Context: an optimization exercise on an open-source flow, tuned for a short achievable clock period and few clock cycles. The choices shown serve that exercise and are no tape-out recipe.
In this exercise RTL edits were held to simulation tests only and were not proved equivalent to the original.
The clock port is modelled as an ideal driver, which makes a skipped or thinned clock tree look cheaper than it is; a real chip needs a root buffer or a tree.
Power figures rest on the tool's default switching activity, not on a simulated workload.

Setup of v20:
// conv_accel_top
module conv_accel_top (
  input  logic                   clk,
  input  logic                   reset,
  input  logic                   ready,
  input  conv_accel_pkg::pixel_t idata,
  output logic                   busy,
  output conv_accel_pkg::addr_t  iaddr,
  output logic                   cwr,
  output logic [2:0]             csel,
  output conv_accel_pkg::addr_t  caddr_wr,
  output conv_accel_pkg::pixel_t cdata_wr
);
Size in the first run: ~7500 cells after synthesis, roughly 72 I/O pins, about 89000 um^2 of cells after synthesis.
Settings: LEC_CHECK=0, ABC_CLOCK_PERIOD_IN_PS=2500, CAP_MARGIN=20, CORE_MARGIN=2, CORE_UTILIZATION=75, SLEW_MARGIN=20; clock period 10.0 ns.
standard.sh (not shown) runs the stock make flow with config.mk's settings and CLKGATE_MAP_FILE= SYNTH_SCRIPT=/design/flow/synth_recipe.tcl, a recipe that flattens the netlist after the stock synthesis.
==> flow/flow/run.sh <==
#!/bin/bash
set -e
export SETUP_SLACK_MARGIN=7.5
export PRE_CTS_TCL=$PWD/flow/pre_cts.tcl
bash standard.sh > standard_flow.log 2>&1
==> flow/flow/clock_tree.tcl <==
# Two-level clock tree for net clk, built in place of TritonCTS:
#   clk port -> NROOT root clkbuf_16 (one per group of leaves)
#            -> NLEAF leaf clkbuf_16, each at the centroid of a k-means cluster of flip-flops
#            -> flip-flop clock pins
# All sinks see two buffers; clusters are compact and of similar size, so the tree is balanced.
proc ct_centroid {pts} {
  set sx 0.0; set sy 0.0
  foreach p $pts { set sx [expr {$sx + [lindex $p 1]}]; set sy [expr {$sy + [lindex $p 2]}] }
  set n [llength $pts]
  return [list [expr {$sx / $n}] [expr {$sy / $n}]]
}

proc build_clock_tree {nleaf nroot {capf 1.15} {iters 20} {cell sky130_fd_sc_hd__clkbuf_16}} {
  set block [ord::get_db_block]
  set db [ord::get_db]
  set clk [$block findNet clk]
  set sinks {}
  foreach it [$clk getITerms] {
    set bb [[$it getInst] getBBox]
    lappend sinks [list $it [expr {([$bb xMin] + [$bb xMax]) / 2.0}] [expr {([$bb yMin] + [$bb yMax]) / 2.0}]]
  }
  set n [llength $sinks]
  # nleaf 0: one leaf buffer per 24 sinks or so
  if {$nleaf < 1} { set nleaf [expr {($n + 23) / 24}] }
  # initial centres: a grid of strips in x, split in y
  set ncol [expr {int(sqrt($nleaf))}]
  set byx [lsort -real -index 1 $sinks]
  set cents {}
  set k 0
  for {set c 0} {$c < $ncol} {incr c} {
    set nr [expr {($nleaf - $k) / ($ncol - $c)}]
    set lo [expr {$c * $n / $ncol}]
    set hi [expr {($c + 1) * $n / $ncol - 1}]
    set col [lsort -real -index 2 [lrange $byx $lo $hi]]
    set m [llength $col]
    for {set r 0} {$r < $nr} {incr r} {
      lappend cents [ct_centroid [lrange $col [expr {$r * $m / $nr}] [expr {($r + 1) * $m / $nr - 1}]]]
      incr k
    }
  }
  # k-means with a size cap, so that no leaf buffer drives too many pins
  set cap [expr {int($capf * $n / $nleaf) + 1}]
  for {set iter 0} {$iter < $iters} {incr iter} {
    set members [lrepeat $nleaf {}]
    set sizes [lrepeat $nleaf 0]
    # assign points in order of their distance to their best centre
    set order {}
    foreach s $sinks {
      set ds {}
      set j 0
      foreach ce $cents {
        set dx [expr {[lindex $s 1] - [lindex $ce 0]}]
        set dy [expr {[lindex $s 2] - [lindex $ce 1]}]
        lappend ds [list $j [expr {$dx * $dx + $dy * $dy}]]
        incr j
      }
      set ds [lsort -real -index 1 $ds]
      lappend order [list $s [lrange $ds 0 5] [lindex $ds 0 1]]
    }
    foreach o [lsort -real -index 2 $order] {
      set placed 0
      foreach d [lindex $o 1] {
        set j [lindex $d 0]
        if {[lindex $sizes $j] < $cap} {
          lset members $j [concat [lindex $members $j] [list [lindex $o 0]]]
          lset sizes $j [expr {[lindex $sizes $j] + 1}]
          set placed 1
          break
        }
      }
      if {!$placed} {
        set j [lindex $o 1 0 0]
        lset members $j [concat [lindex $members $j] [list [lindex $o 0]]]
        lset sizes $j [expr {[lindex $sizes $j] + 1}]
      }
    }
    set nc {}
    for {set j 0} {$j < $nleaf} {incr j} {
      if {[lindex $sizes $j] > 0} {
        lappend nc [ct_centroid [lindex $members $j]]
      } else {
        lappend nc [lindex $cents $j]
      }
    }
    set cents $nc
  }
  # group leaves for the roots: split by x, then by y
  set leaves {}
  for {set j 0} {$j < $nleaf} {incr j} {
    if {[lindex $sizes $j] > 0} { lappend leaves [list $j {*}[lindex $cents $j]] }
  }
  set nl [llength $leaves]
  set rx [expr {$nroot >= 2 ? 2 : 1}]
  set ry [expr {$nroot / $rx}]
  set byx [lsort -real -index 1 $leaves]
  set groups {}
  for {set a 0} {$a < $rx} {incr a} {
    set part [lsort -real -index 2 [lrange $byx [expr {$a * $nl / $rx}] [expr {($a + 1) * $nl / $rx - 1}]]]
    set m [llength $part]
    for {set b 0} {$b < $ry} {incr b} {
      lappend groups [lrange $part [expr {$b * $m / $ry}] [expr {($b + 1) * $m / $ry - 1}]]
    }
  }
  set master [$db findMaster $cell]
  set r 0
  set maxsz 0
  foreach g $groups {
    set sx 0.0; set sy 0.0; set w 0
    foreach l $g {
      set sz [lindex $sizes [lindex $l 0]]
      set sx [expr {$sx + [lindex $l 1] * $sz}]; set sy [expr {$sy + [lindex $l 2] * $sz}]
      incr w $sz
    }
    set root [odb::dbInst_create $block $master clkroot_buf_$r]
    $root setLocation [expr {int($sx / $w)}] [expr {int($sy / $w)}]
    $root setPlacementStatus PLACED
    set rnet [odb::dbNet_create $block clknet_root_$r]
    $rnet setSigType CLOCK
    [$root findITerm A] connect $clk
    [$root findITerm X] connect $rnet
    foreach l $g {
      set j [lindex $l 0]
      set lb [odb::dbInst_create $block $master clkleaf_buf_$j]
      $lb setLocation [expr {int([lindex $l 1])}] [expr {int([lindex $l 2])}]
      $lb setPlacementStatus PLACED
      set lnet [odb::dbNet_create $block clknet_leaf_$j]
      $lnet setSigType CLOCK
      [$lb findITerm A] connect $rnet
      [$lb findITerm X] connect $lnet
      foreach s [lindex $members $j] {
        set it [lindex $s 0]
        $it disconnect
        $it connect $lnet
      }
      if {[lindex $sizes $j] > $maxsz} { set maxsz [lindex $sizes $j] }
    }
    incr r
  }
  puts "clock tree: $n sinks, $nl leaves (at most $maxsz sinks each), $r roots"
}
==> flow/flow/pre_cts.tcl <==
# PRE_CTS_TCL hook of ORFS's cts.tcl: builds the clock tree with flow/clock_tree.tcl
# (four root buffers on the clock port, one leaf buffer per ~24 flip-flops, over k-means
# clusters) and turns the following clock_tree_synthesis call into a no-op.
source [file join [file dirname [info script]] clock_tree.tcl]
build_clock_tree 0 4
set_propagated_clock [all_clocks]
rename clock_tree_synthesis my_unused_clock_tree_synthesis
proc clock_tree_synthesis {args} {
  puts "clock_tree_synthesis $args: skipped, the clock tree was built by flow/pre_cts.tcl"
}
v20 did not finish; the tool stopped in 5_1_grt with error GRT-0232.
Testbench counts of v20, summed over its fixed seeds: cycles 147,762.
diff inputs: v20 => v7
- swapping 75 for 65 in CORE_UTILIZATION
--- a/flow/flow/clock_tree.tcl
+++ b/flow/flow/clock_tree.tcl
@@ -2 +2 @@
-#   clk port -> NROOT root clkbuf_16 (one per group of leaves)
+#   clk port -> NROOT root buffers (one per group of leaves)
@@ -13 +13,7 @@
-proc build_clock_tree {nleaf nroot {capf 1.15} {iters 20} {cell sky130_fd_sc_hd__clkbuf_16}} {
+proc ct_out {master} {
+  foreach mt [$master getMTerms] {
+    if {[$mt getIoType] eq "OUTPUT"} { return [$mt getName] }
+  }
+}
+
+proc build_clock_tree {nleaf nroot {capf 1.15} {iters 20} {rootcell sky130_fd_sc_hd__clkbuf_16} {leafcell sky130_fd_sc_hd__clkbuf_16}} {
@@ -104 +110,2 @@
-  set master [$db findMaster $cell]
+  set rmaster [$db findMaster $rootcell]
+  set lmaster [$db findMaster $leafcell]
@@ -114 +121 @@
-    set root [odb::dbInst_create $block $master clkroot_buf_$r]
+    set root [odb::dbInst_create $block $rmaster clkroot_buf_$r]
@@ -120 +127 @@
-    [$root findITerm X] connect $rnet
+    [$root findITerm [ct_out $rmaster]] connect $rnet
@@ -123 +130 @@
-      set lb [odb::dbInst_create $block $master clkleaf_buf_$j]
+      set lb [odb::dbInst_create $block $lmaster clkleaf_buf_$j]
@@ -129 +136 @@
-      [$lb findITerm X] connect $lnet
+      [$lb findITerm [ct_out $lmaster]] connect $lnet
--- a/flow/flow/pre_cts.tcl
+++ b/flow/flow/pre_cts.tcl
@@ -2 +2 @@
-# (four root buffers on the clock port, one leaf buffer per ~24 flip-flops, over k-means
+# (four root buf_16 on the clock port, clkbuf_16 leaves, one leaf buffer per ~24 flip-flops, over k-means
@@ -5 +5 @@
-build_clock_tree 0 4
+build_clock_tree 0 4 1.15 20 sky130_fd_sc_hd__buf_16 sky130_fd_sc_hd__clkbuf_16
- Compared with v20, v7 shows a higher number of standard-cell rows in the floorplan.
- On v7: starting density of the core is 9.9 points lower than what v20 gave.
- In the metrics for v20 and v7, the one carrying the lower die outline width is v20.
- v7 finished end to end and its layout was clean on timing, DRC and antenna.
- Re number of setup buffers added after CTS: v7 is 35 down on v20.
- v7 vs. v20: instance count after placement with tap cells included increased by 239 relative to the old numbers, setup slack at placement increased by 310 ps relative to the old numbers, post-synthesis compound-gate area fraction closely matched the old numbers.
Setup changes, v7 to v12
--- a/flow/flow/clock_tree.tcl
+++ b/flow/flow/clock_tree.tcl
@@ -2 +2 @@
-#   clk port -> NROOT root buffers (one per group of leaves)
+#   clk port -> NROOT root clkbuf_16 (one per group of leaves)
@@ -13,7 +13 @@
-proc ct_out {master} {
-  foreach mt [$master getMTerms] {
-    if {[$mt getIoType] eq "OUTPUT"} { return [$mt getName] }
-  }
-}
-
-proc build_clock_tree {nleaf nroot {capf 1.15} {iters 20} {rootcell sky130_fd_sc_hd__clkbuf_16} {leafcell sky130_fd_sc_hd__clkbuf_16}} {
+proc build_clock_tree {nleaf nroot {capf 1.15} {iters 20} {cell sky130_fd_sc_hd__clkbuf_16}} {
@@ -110,2 +104 @@
-  set rmaster [$db findMaster $rootcell]
-  set lmaster [$db findMaster $leafcell]
+  set master [$db findMaster $cell]
@@ -121 +114 @@
-    set root [odb::dbInst_create $block $rmaster clkroot_buf_$r]
+    set root [odb::dbInst_create $block $master clkroot_buf_$r]
@@ -127 +120 @@
-    [$root findITerm [ct_out $rmaster]] connect $rnet
+    [$root findITerm X] connect $rnet
@@ -130 +123 @@
-      set lb [odb::dbInst_create $block $lmaster clkleaf_buf_$j]
+      set lb [odb::dbInst_create $block $master clkleaf_buf_$j]
@@ -136 +129 @@
-      [$lb findITerm [ct_out $lmaster]] connect $lnet
+      [$lb findITerm X] connect $lnet
--- a/flow/flow/pre_cts.tcl
+++ b/flow/flow/pre_cts.tcl
@@ -2 +2 @@
-# (four root buf_16 on the clock port, clkbuf_16 leaves, one leaf buffer per ~24 flip-flops, over k-means
+# (four root buffers on the clock port, one leaf buffer per ~24 flip-flops, over k-means
@@ -5 +5 @@
-build_clock_tree 0 4 1.15 20 sky130_fd_sc_hd__buf_16 sky130_fd_sc_hd__clkbuf_16
+build_clock_tree 0 4
==> run notes <==
The clock latency reported for the late side of the worst-skew pair of v12 exceeds that of v7 by 30 ps. Reported for v12 and v7, biggest fanout along the worst timing path turned out identical to the last digit. As far as routed wire length is concerned, v7 and v12 perform about the same.
Relative to v12, the following input files were edited for v27:
--- a/flow/flow/run.sh
+++ b/flow/flow/run.sh
@@ -3 +3 @@
-export SETUP_SLACK_MARGIN=7.5
+export SETUP_SLACK_MARGIN=8
--- outcome ---
- On multi-input combinational cell count, v12 and v27 are basically level.
- v27 vs v12: hold slack up in v27
- Reported net switching power ended up about 0.8% higher on v27 than on v12.
- v27 supports a lower top clock frequency than v12.
- Fraction of the mapped netlist area in adder cells came out exactly the same in v12 and v27.
- Compared with v12, in v27 cell area power density fell by about 6.4%, clock skew increased by 8.9 ps relative to the old numbers, final area rose by 6900 um^2, worst-case setup margin in the final layout fell 48 ps.
Relative to v27, the following input files were edited for v46:
- CORE_UTILIZATION changed from 65 to 70
--- a/flow/flow/run.sh
+++ b/flow/flow/run.sh
@@ -3 +3 @@
-export SETUP_SLACK_MARGIN=8
+export SETUP_SLACK_MARGIN=7.5
==> comparison <==
Hold slack, v27 and v46, lower one = v46. Relative to v27, the final cell count measured on v46 has decreased by a few percent. Compared with v27, v46 improves minimum setup slack in the final design. Looking at wire length of the first global-routing pass, v46 sits 12000 um lower than v27 does. Compared with v27, in v46 sequential share of layout area saw an increase, amount of wire on met2 after detailed routing decreased by about 3% relative to the old numbers, remaining design rule violation count held, routed wire length shows a reduction of 16000 um, area of the placeable core fell 7.3%. Looking at v27 and v46, the power in the clock group is a wash.
In v7, v12, v27 and v46 the design's own scripts or RTL, not TritonCTS, make the clock network.

afterwards: timing with drivers on the ports:
The results above use ideal ports. As a check the final layouts listed here were re-extracted and re-timed, cells and wires unchanged.
Step 1: set_driving_cell puts a clkbuf_16 on clk and a buf_2 on each other input, an assumption about the parent block.
Step 2 times the ports against the registers' clock, not the clock port: input delays grow and output delays shrink by t, the midpoint of the rising clock arrivals with the driver on.
Slacks: no drivers / after step 1 / after step 2; pairs: no drivers / after step 1.
run | shift t [ns] | setup slack, ns | slew at the worst register clock pin (ns)
v7 | 0.746 | 6.981 / 6.761 / 7.208 | 0.12 / 0.12
v12 | 0.754 | 6.939 / 6.744 / 7.120 | 0.11 / 0.11
v27 | 0.773 | 6.892 / 6.684 / 7.257 | 0.12 / 0.12
v46 | 0.768 | 6.917 / 6.726 / 7.164 | 0.11 / 0.11
After both steps every run listed still meets setup and hold. Setup slack includes reset recovery checks.
